Context: an optimization exercise on an open-source flow, tuned for a short achievable clock period and few clock cycles per item. The choices shown serve that exercise and are no tape-out recipe.
The RTL was checked by simulation tests, not by an equivalence proof against the original design.
Power and IR drop assume default switching activity.

`flow/run.sh`:
```
#!/bin/bash
# synth_recipe.tcl (not shown) runs the flow's synth.tcl, then flattens the netlist and writes it again
# the make line also repeats each setting of config.mk as NAME=value (left out here)
make -C /OpenROAD-flow-scripts/flow DESIGN_CONFIG=/design/flow/config.mk WORK_HOME=/design/flow/orfs CLKGATE_MAP_FILE= SYNTH_SCRIPT=/design/flow/synth_recipe.tcl finish
```
`flow/config.mk`:
```
export PLATFORM = sky130hd
export DESIGN_NAME = processor
export DESIGN_NICKNAME = processor
export VERILOG_FILES = /design/flow/design.v
export SDC_FILE = /design/flow/constraint.sdc
export NUM_CORES = 4
export LEC_CHECK = 0
export ABC_CLOCK_PERIOD_IN_PS = 2500
export CAP_MARGIN = 20
export CORE_MARGIN = 2
export CORE_UTILIZATION = 40
export SETUP_SLACK_MARGIN = 4.4
export SLEW_MARGIN = 20
```
`flow/constraint.sdc`:
```
create_clock -name core_clock -period 7.0 [get_ports {clock_i}]
set_input_delay 1.4000 -clock core_clock [delete_from_list [all_inputs] [get_ports {clock_i}]]
set_output_delay 1.4000 -clock core_clock [all_outputs]
set_load 0.01 [all_outputs]
```
`flow/design.v`:
```
`default_nettype none
package pipe_pkg;
    localparam logic [4:0] OP_RTYPE = 5'd0;
    localparam logic [4:0] OP_J     = 5'd1;
    localparam logic [4:0] OP_BNE   = 5'd2;
    localparam logic [4:0] OP_ADDI  = 5'd5;
    localparam logic [4:0] OP_BLT   = 5'd6;
    localparam logic [4:0] OP_SW    = 5'd7;
    localparam logic [4:0] OP_LW    = 5'd8;
endpackage
`default_nettype wire
`timescale 1ns/1ns
`default_nettype none
module alu (
    input  wire logic [31:0] a_i,
    input  wire logic [31:0] b_i,
    input  wire logic [4:0]  shamt_i,
    input  wire logic        add_i,
    input  wire logic        sub_i,
    input  wire logic        and_i,
    input  wire logic        or_i,
    input  wire logic        sll_i,
    input  wire logic        sra_i,
    output logic [31:0]      result_o
);
    logic [31:0] sum;
    logic [31:0] shl;
    logic [31:0] shr;
    assign sum = a_i + (b_i ^ {32{sub_i}}) + {31'd0, sub_i};
    assign shl = a_i << shamt_i;
    assign shr = $signed(a_i) >>> shamt_i;
    assign result_o = ({32{add_i | sub_i}} & sum)
                    | ({32{and_i}} & (a_i & b_i))
                    | ({32{or_i}}  & (a_i | b_i))
                    | ({32{sll_i}} & shl)
                    | ({32{sra_i}} & shr);
endmodule
`default_nettype wire
`timescale 1ns/1ns
`default_nettype none
module processor (
    input  wire logic             clock_i,
    input  wire logic             reset_i,
    output logic [31:0]           imem_addr_o,
    input  wire logic [31:0]      imem_data_i,
    output logic [31:0]           dmem_addr_o,
    output logic [31:0]           dmem_wdata_o,
    output logic                  dmem_wren_o,
    input  wire logic [31:0]      dmem_rdata_i,
    output logic                  rf_write_en_o,
    output logic [4:0]            rf_write_reg_o,
    output logic [31:0]           rf_write_data_o,
    output logic [4:0]            rf_read_reg_a_o,
    output logic [4:0]            rf_read_reg_b_o,
    input  wire logic [31:0]      rf_read_data_a_i,
    input  wire logic [31:0]      rf_read_data_b_i
);
    logic [31:0] pc_q;
    logic        fd_v;
    logic [31:0] fd_ins;
    logic [4:0]  fd_rb;       
    logic [31:0] fd_pc1;      
    logic [31:0] fd_tgt;      
    logic        fd_pred;     
    logic        fd_rtype;
    logic        fd_addi;
    logic        fd_lw;
    logic        fd_sw;
    logic        fd_br;       
    logic        fd_bne;
    logic        fd_reads_a;
    logic        fd_reads_b;
    logic        dx_v;
    logic        dx_wr;       
    logic        dx_ld;
    logic        dx_st;
    logic        dx_br;
    logic        dx_bne;
    logic        dx_pred;
    logic [4:0]  dx_rd;
    logic [31:0] dx_a;        
    logic [31:0] dx_b;        
    logic [31:0] dx_s;        
    logic        dx_fa;       
    logic        dx_fb;
    logic        dx_fs;
    logic [31:0] dx_alt;      
    logic [4:0]  dx_shamt;
    logic        dx_add, dx_sub, dx_and, dx_or, dx_sll, dx_sra;
    logic        xm_wr;       
    logic        xm_st;       
    logic        xm_ld;
    logic [4:0]  xm_rd;
    logic [31:0] xm_res;
    logic [31:0] xm_sd;
    logic        wb_en;
    logic [4:0]  wb_idx;
    logic [31:0] wb_data;
    logic        stall;
    logic        redirect;
    logic [4:0]  i_op;
    logic        i_j;
    logic        i_bne;
    logic        i_blt;
    logic        i_br;
    logic        i_pred;
    logic        i_rtype;
    logic [31:0] i_imm;
    logic [31:0] pc1;
    logic [31:0] tgt;
    assign i_op    = imem_data_i[31:27];
    assign i_j     = (i_op == pipe_pkg::OP_J);
    assign i_bne   = (i_op == pipe_pkg::OP_BNE);
    assign i_blt   = (i_op == pipe_pkg::OP_BLT);
    assign i_rtype = (i_op == pipe_pkg::OP_RTYPE);
    assign i_br    = (i_bne || i_blt) && (imem_data_i[16:0] != 17'd0);
    assign i_pred  = i_br && (i_bne || imem_data_i[16]);
    assign i_imm   = {{15{imem_data_i[16]}}, imem_data_i[16:0]};
    assign pc1     = pc_q + 32'd1;
    assign tgt     = pc1 + i_imm;
    always_ff @(posedge clock_i) begin
        if (reset_i) begin
            pc_q <= '0;
        end else if (redirect) begin
            pc_q <= dx_alt;
        end else if (!stall) begin
            if (i_j)         pc_q <= {5'd0, imem_data_i[26:0]};
            else if (i_pred) pc_q <= tgt;
            else             pc_q <= pc1;
        end
    end
    always_ff @(posedge clock_i) begin
        if (!stall) begin
            fd_ins     <= imem_data_i;
            fd_rb      <= i_rtype ? imem_data_i[16:12] : imem_data_i[26:22];
            fd_pc1     <= pc1;
            fd_tgt     <= tgt;
            fd_pred    <= i_pred;
            fd_rtype   <= i_rtype;
            fd_addi    <= (i_op == pipe_pkg::OP_ADDI);
            fd_lw      <= (i_op == pipe_pkg::OP_LW);
            fd_sw      <= (i_op == pipe_pkg::OP_SW);
            fd_br      <= i_br;
            fd_bne     <= i_bne;
            fd_reads_a <= i_rtype || i_br || (i_op == pipe_pkg::OP_ADDI)
                          || (i_op == pipe_pkg::OP_LW) || (i_op == pipe_pkg::OP_SW);
            fd_reads_b <= i_rtype || i_br || (i_op == pipe_pkg::OP_SW);
        end
        if (reset_i || redirect) begin
            fd_v <= 1'b0;
        end else if (!stall) begin
            fd_v <= !i_j;
        end
    end
    assign imem_addr_o = pc_q;
    logic [4:0]  rs;
    logic [4:0]  rd;
    logic [4:0]  fn;
    logic        use_imm;
    logic        d_wr;
    logic [31:0] m_val;
    logic [31:0] val_a;
    logic [31:0] val_b;
    logic [31:0] imm;
    assign rs  = fd_ins[21:17];
    assign rd  = fd_ins[26:22];
    assign fn  = fd_ins[6:2];
    assign imm = {{15{fd_ins[16]}}, fd_ins[16:0]};
    assign rf_read_reg_a_o = rs;
    assign rf_read_reg_b_o = fd_rb;
    assign use_imm = fd_addi || fd_lw || fd_sw;
    assign d_wr    = (fd_rtype || fd_addi || fd_lw) && (rd != 5'd0);
    assign m_val = xm_ld ? dmem_rdata_i : xm_res;
    assign val_a = (xm_wr && xm_rd == rs)    ? m_val
                 : (wb_en && wb_idx == rs)   ? wb_data
                 : rf_read_data_a_i;
    assign val_b = (xm_wr && xm_rd == fd_rb)  ? m_val
                 : (wb_en && wb_idx == fd_rb) ? wb_data
                 : rf_read_data_b_i;
    assign stall = fd_v && dx_v && dx_ld && dx_wr
                   && ((fd_reads_a && rs == dx_rd) || (fd_reads_b && fd_rb == dx_rd));
    always_ff @(posedge clock_i) begin
        dx_wr    <= d_wr;
        dx_ld    <= fd_lw;
        dx_st    <= fd_sw;
        dx_br    <= fd_br;
        dx_bne   <= fd_bne;
        dx_pred  <= fd_pred;
        dx_rd    <= rd;
        dx_a     <= val_a;
        dx_b     <= use_imm ? imm : val_b;
        dx_s     <= val_b;
        dx_fa    <= dx_v && dx_wr && dx_rd == rs;
        dx_fb    <= dx_v && dx_wr && dx_rd == fd_rb && !use_imm;
        dx_fs    <= dx_v && dx_wr && dx_rd == fd_rb;
        dx_alt   <= fd_pred ? fd_pc1 : fd_tgt;
        dx_shamt <= fd_ins[11:7];
        dx_add   <= use_imm || (fd_rtype && fn == 5'd0);
        dx_sub   <= fd_rtype && fn == 5'd1;
        dx_and   <= fd_rtype && fn == 5'd2;
        dx_or    <= fd_rtype && fn == 5'd3;
        dx_sll   <= fd_rtype && fn == 5'd4;
        dx_sra   <= fd_rtype && fn == 5'd5;
        if (reset_i) begin
            dx_v <= 1'b0;
        end else begin
            dx_v <= fd_v && !stall && !redirect;
        end
    end
    logic [31:0] op_a;
    logic [31:0] op_b;
    logic [31:0] op_s;
    logic [31:0] alu_res;
    logic        taken;
    assign op_a = dx_fa ? xm_res : dx_a;
    assign op_b = dx_fb ? xm_res : dx_b;
    assign op_s = dx_fs ? xm_res : dx_s;
    alu u_alu (
        .a_i      (op_a),
        .b_i      (op_b),
        .shamt_i  (dx_shamt),
        .add_i    (dx_add),
        .sub_i    (dx_sub),
        .and_i    (dx_and),
        .or_i     (dx_or),
        .sll_i    (dx_sll),
        .sra_i    (dx_sra),
        .result_o (alu_res)
    );
    assign taken    = dx_bne ? (op_s != op_a) : ($signed(op_s) < $signed(op_a));
    assign redirect = dx_v && dx_br && (taken != dx_pred);
    always_ff @(posedge clock_i) begin
        xm_ld  <= dx_ld;
        xm_rd  <= dx_rd;
        xm_res <= alu_res;
        xm_sd  <= op_s;
        if (reset_i) begin
            xm_wr <= 1'b0;
            xm_st <= 1'b0;
        end else begin
            xm_wr <= dx_v && dx_wr;
            xm_st <= dx_v && dx_st;
        end
    end
    assign dmem_addr_o  = xm_res;
    assign dmem_wdata_o = xm_sd;
    assign dmem_wren_o  = xm_st;
    always_ff @(posedge clock_i) begin
        wb_idx  <= xm_rd;
        wb_data <= m_val;
        if (reset_i) begin
            wb_en <= 1'b0;
        end else begin
            wb_en <= xm_wr;
        end
    end
    assign rf_write_en_o   = wb_en;
    assign rf_write_reg_o  = wb_idx;
    assign rf_write_data_o = wb_data;
endmodule
`default_nettype wire
```
==> reports/qor.yml <==
status:
  status: "finished clean"
clocking:
  tritoncts.num_buffers: 45
  tritoncts: "built"
  clock_sink_count: 402
  insertion_delay_ns: 0.60
  clock_path_buffers: 3
  cts.root.buffer_cell: "clkbuf_16"
  htree_levels: 2
  cts.clk_slew.worst_paths_ns: 0.06
setup_path:
  r2r_slack_ns: 3.26
  crit_path_capture_type: "flop"
  critPathCapture: "pc_q[23]"
  critical_path_fanouts_max: 6
  crit_start: "pc_q[4]"
  timing_worst_setup_path_type: "reg2reg"
  required_time_of_the_critical_path_ns: 7.50
  r2r-start: "pc_q[4]"
  r2r.worst_path.cells: 15
  crit_path_start_kind: "flop"
  r2r-end: "pc_q[23]"
  worst-endpoint-arrival_ns: 4.23
timing:
  final-max-slew-violation-count: 0
  final.period_utilization: 0.534
  slew_headroom: 0.381
  setup_tns_ns: 0
  achievable-frequency_ghz: 0.268
  final_number_of_setup_violating_endpoints: 0
  finalCriticalPeriod_ns: 3.74
  worst_slew_pin_slew_ns: 0.926
  final-hold-violation-count: 0
  grt_setup_unrepaired: "true"
  skew_ns: 0.0299
synth:
  synth-warning-count: 1
  synthesis.area_um2: 23800
  synthesis.area_per_instance_um2: 9.38
  syn_inst: 2534
  synth_top_flop_cell: "dfxtp_1"
  synth_cell_type_count: 80
  ys_seq_elements: 402
  synth_edf_count: 105
  synth_sequential_area_ratio: 0.383
  syn_nets: 2767
  synth-async-reset-ratio: 0
floorplanning:
  design.core.area_um2: 58900
  die_width_um: 248
  count_of_standard_cell_rows: 89
  floorplan.io_pins: 275
  initial_utilization: 0.404
  die_area_um2: 61400
  chipHeight_um: 248
routing:
  drt_drc_violations_left: 0
  dr.first_iter.drc_count: 2556
  route.detailed.vias_per_inst: 6.15
  vias_after_detailed_routing: 23800
  antenna_left: 0
  drt_pass1_iterations: 6
  wl_per_cell_um: 27.8
  postRouteWirelength_um: 108000
grt:
  antenna_found_initial: 4
  first_global_vias: 22900
  gr-total-overflow: 0
  largest_net_degree_at_the_start_of_global_routing: 65
  global_route_wire_length_before_repair_um: 151000
  track_usage: 0.329
placement:
  detailedPlacementHpwl_um: 69900
  globalplace.congestion: 0.981
  number_of_buffers_inserted_by_port_buffering: 274
  placed_area_um2: 27700
pwr:
  leakage_nw: 14.6
  clkPwrFrac: 0.362
  power.sequential.fraction: 0.389
  power_density_nw_per_um2: 194
  internal_power_w: 0.00485
  switching_share: 0.297
  total_switching_power_w: 0.00205
  post-layout-total-power_w: 0.00690
  vdd_ir_drop_max_v: 0.000177
  power_frac_comb: 0.249
min_path:
  min_path_type: "reg2reg"
  hold_path_startpoint: "fd_br"
final_layout:
  final_layout_size_suffix_gt1_frac: 0.407
  flow.area_growth_from_synthesis_pct: 49.6
  finish.net_count: 3297
  final_cell_area_um2: 35600
flow_run:
  max_cap_viols: 0
cells in the final DEF (no fill, tap or decap), types with 41 or more instances in the layout:
cell               n
dfxtp_4           72
a21oi_1          141
nor2b_1           69
nor2_1           118
a21o_1            41
o21ai_0           98
mux2i_1          127
mux2_2           119
nand3_1           47
inv_1             75
nand2_1          172
clkdlybuf4s50_1  107
xnor2_1           53
edfxtp_1         105
ha_4              46
buf_6            140
buf_4            228
xor2_1            49
buf_2             53
clkbuf_16         50
dfxtp_1          194
ha_1              50
a211oi_1          74
flip-flops by register name, indices dropped and copies added, names as in the netlist, 27 cells and up:
| signal | count |
|---|---|
| dx_s | 32 |
| dx_b | 32 |
| xm_res | 32 |
| wb_data | 32 |
| dx_alt | 32 |
| dx_a | 32 |
| xm_sd | 32 |
| pc_q | 32 |
| fd_ins | 27 |
| fd_pc1 | 32 |
| fd_tgt | 32 |
critical path, stage by stage (launching register included):
cell      delay, ns
dfxtp_4        0.35
and3_4         0.20
and4_4         0.32
buf_6          0.13
nand2_4        0.06
xnor2_4        0.20
ha_4           0.26
and2_4         0.17
o41ai_4        0.36
a2111o_1       0.38
nand3_4        0.18
a211oi_4       0.32
buf_4          0.17
xnor2_2        0.13
o221ai_1       0.20
a31oi_1        0.22
metrics by stage:
step,util,worst slack (ns),cells,hold slack (ns)
4_1_cts,0.579,3.40,3792,0.353
3_5_place_dp,0.469,2.23,3457,0.347
2_1_floorplan,-,3.24,2534,0.323
5_1_grt,0.604,3.18,3874,0.359
3_3_place_gp,0.469,2.35,3457,0.330
6_report,0.604,3.26,3874,0.348
cells by family (layout without fill, tap and decap cells):
| family | after synthesis | in the layout | share of synthesized area |
|---|---|---|---|
| compound gates | 675 | 675 | 0.183 |
| simple gates | 618 | 618 | 0.125 |
| flops | 402 | 402 | 0.383 |
| mux | 328 | 328 | 0.157 |
| buf+inv | 263 | 829 | 0.0438 |
| xor+xnor | 145 | 145 | 0.0534 |
| fa+ha+maj | 103 | 103 | 0.0548 |
| other cells | 0 | 1 | 0 |
Yosys cell counts, drive strengths merged, types with 5 or more instances:
| cell | count | area, um^2 |
|---|---|---|
| nor2b | 73 | 457 |
| dfxtp | 297 | 5950 |
| buf | 62 | 288 |
| nor3b | 6 | 45.0 |
| or2 | 6 | 37.5 |
| nand3 | 59 | 295 |
| a211oi | 84 | 631 |
| nand2 | 189 | 712 |
| o311ai | 5 | 43.8 |
| nor2 | 140 | 526 |
| and3 | 20 | 125 |
| o221ai | 15 | 131 |
| mux2i | 168 | 1690 |
| o21ai | 167 | 836 |
| o22ai | 11 | 68.8 |
| nor3 | 36 | 180 |
| a311oi | 12 | 105 |
| or3 | 12 | 75.1 |
| a31oi | 16 | 100 |
| nand2b | 12 | 75.1 |
| a221o | 7 | 70.1 |
| o211ai | 25 | 201 |
| o21a | 10 | 75.1 |
| a21o | 41 | 308 |
| a221oi | 23 | 201 |
| ha | 101 | 1260 |
| mux4 | 22 | 495 |
| nor4 | 16 | 100 |
| a21boi | 5 | 37.5 |
| edfxtp | 105 | 3150 |
| xnor2 | 86 | 753 |
| and2 | 13 | 81.3 |
| o21bai | 15 | 113 |
| mux2 | 138 | 1550 |
| xor2 | 59 | 517 |
| clkbuf | 96 | 360 |
| a21oi | 185 | 926 |
| inv | 102 | 383 |
| and4 | 5 | 46.3 |
| nand4 | 16 | 100 |
| nor4b | 5 | 43.8 |
| o31ai | 10 | 88.8 |
per-layer routing:
| layer | global-route usage | routed length [um] |
|---|---|---|
| met1 | 0.434 | 43700 |
| met2 | 0.539 | 49500 |
| met3 | 0.0547 | 9640 |
| met4 | 0.124 | 5010 |
| met5 | 0 | 10 |
power by group through the flow:
| stage | logic, W | clock network [W] | registers, W |
|---|---|---|---|
| after CTS | 0.00154 | 0.00251 | 0.00268 |
| final | 0.00172 | 0.00250 | 0.00268 |
| after global routing | 0.00180 | 0.00261 | 0.00270 |
| after detailed placement | 0.00124 | 0 | 0.00275 |
| after floorplan | 0.000778 | 0 | 0.00271 |
| after global placement | 0.00123 | 0 | 0.00275 |
how the worst min path moves through the flow:
stage                     endpoint  slack [ns]  cells after the start
final                        dx_br        0.35                      0
after global routing         xm_ld        0.36                      0
after CTS                    dx_br        0.35                      0
after detailed placement     dx_br        0.35                      0
after global placement       dx_br        0.33                      0
after floorplan             dx_bne        0.32                      0
area by class of cell:
class	instances	area (um^2)
timing repair buffer	641	6410
antenna	1	2.50
sequential	402	9410
multi-input combinational	1869	16800
inverter	105	424
tap	773	967
clock buffer	64	1290
clock inverter	19	250
fill	4747	23300
what timing repair did:
action / in CTS / in global routing
gates cloned: 13 / 4
hold buffers: 0 / 0
setup buffers: 239 / 77
gates resized for setup: 1248 / 221
setup endpoints to repair: 385 / 279
pin swaps: 126 / 117
Testbench counts, summed over its fixed seeds: cycles 20,448, instrs 18,352.

## static timing again, ports no longer ideal
No port has a modelled driver above. Below, the same layout with a new extraction and two added sets of constraints. Step 1: set_driving_cell puts a clkbuf_16 on clock_i and a buf_2 on each other input, an assumption about the parent block. Step 2 moves the port delays by t, midway between the first and last clock arrival at a register: inputs arrive t later, outputs are due t later. That takes back most of the time a late clock gives input paths. Slacks: ideal / step 1 / step 2; pairs: ideal / step 1.
shift t [ns]: 0.641
slack for setup (ns): 3.264 / 3.264 / 2.761
worst setup path after step 2: input to register
latest minus earliest clock arrival (ns): 0.031 / 0.032
worst register clock-pin slew, ns: 0.07 / 0.07
After both steps setup and hold are still met in this run. For this run, drivers alone change the setup slack by 0.000 ns; drivers and shift together by -0.503 ns.
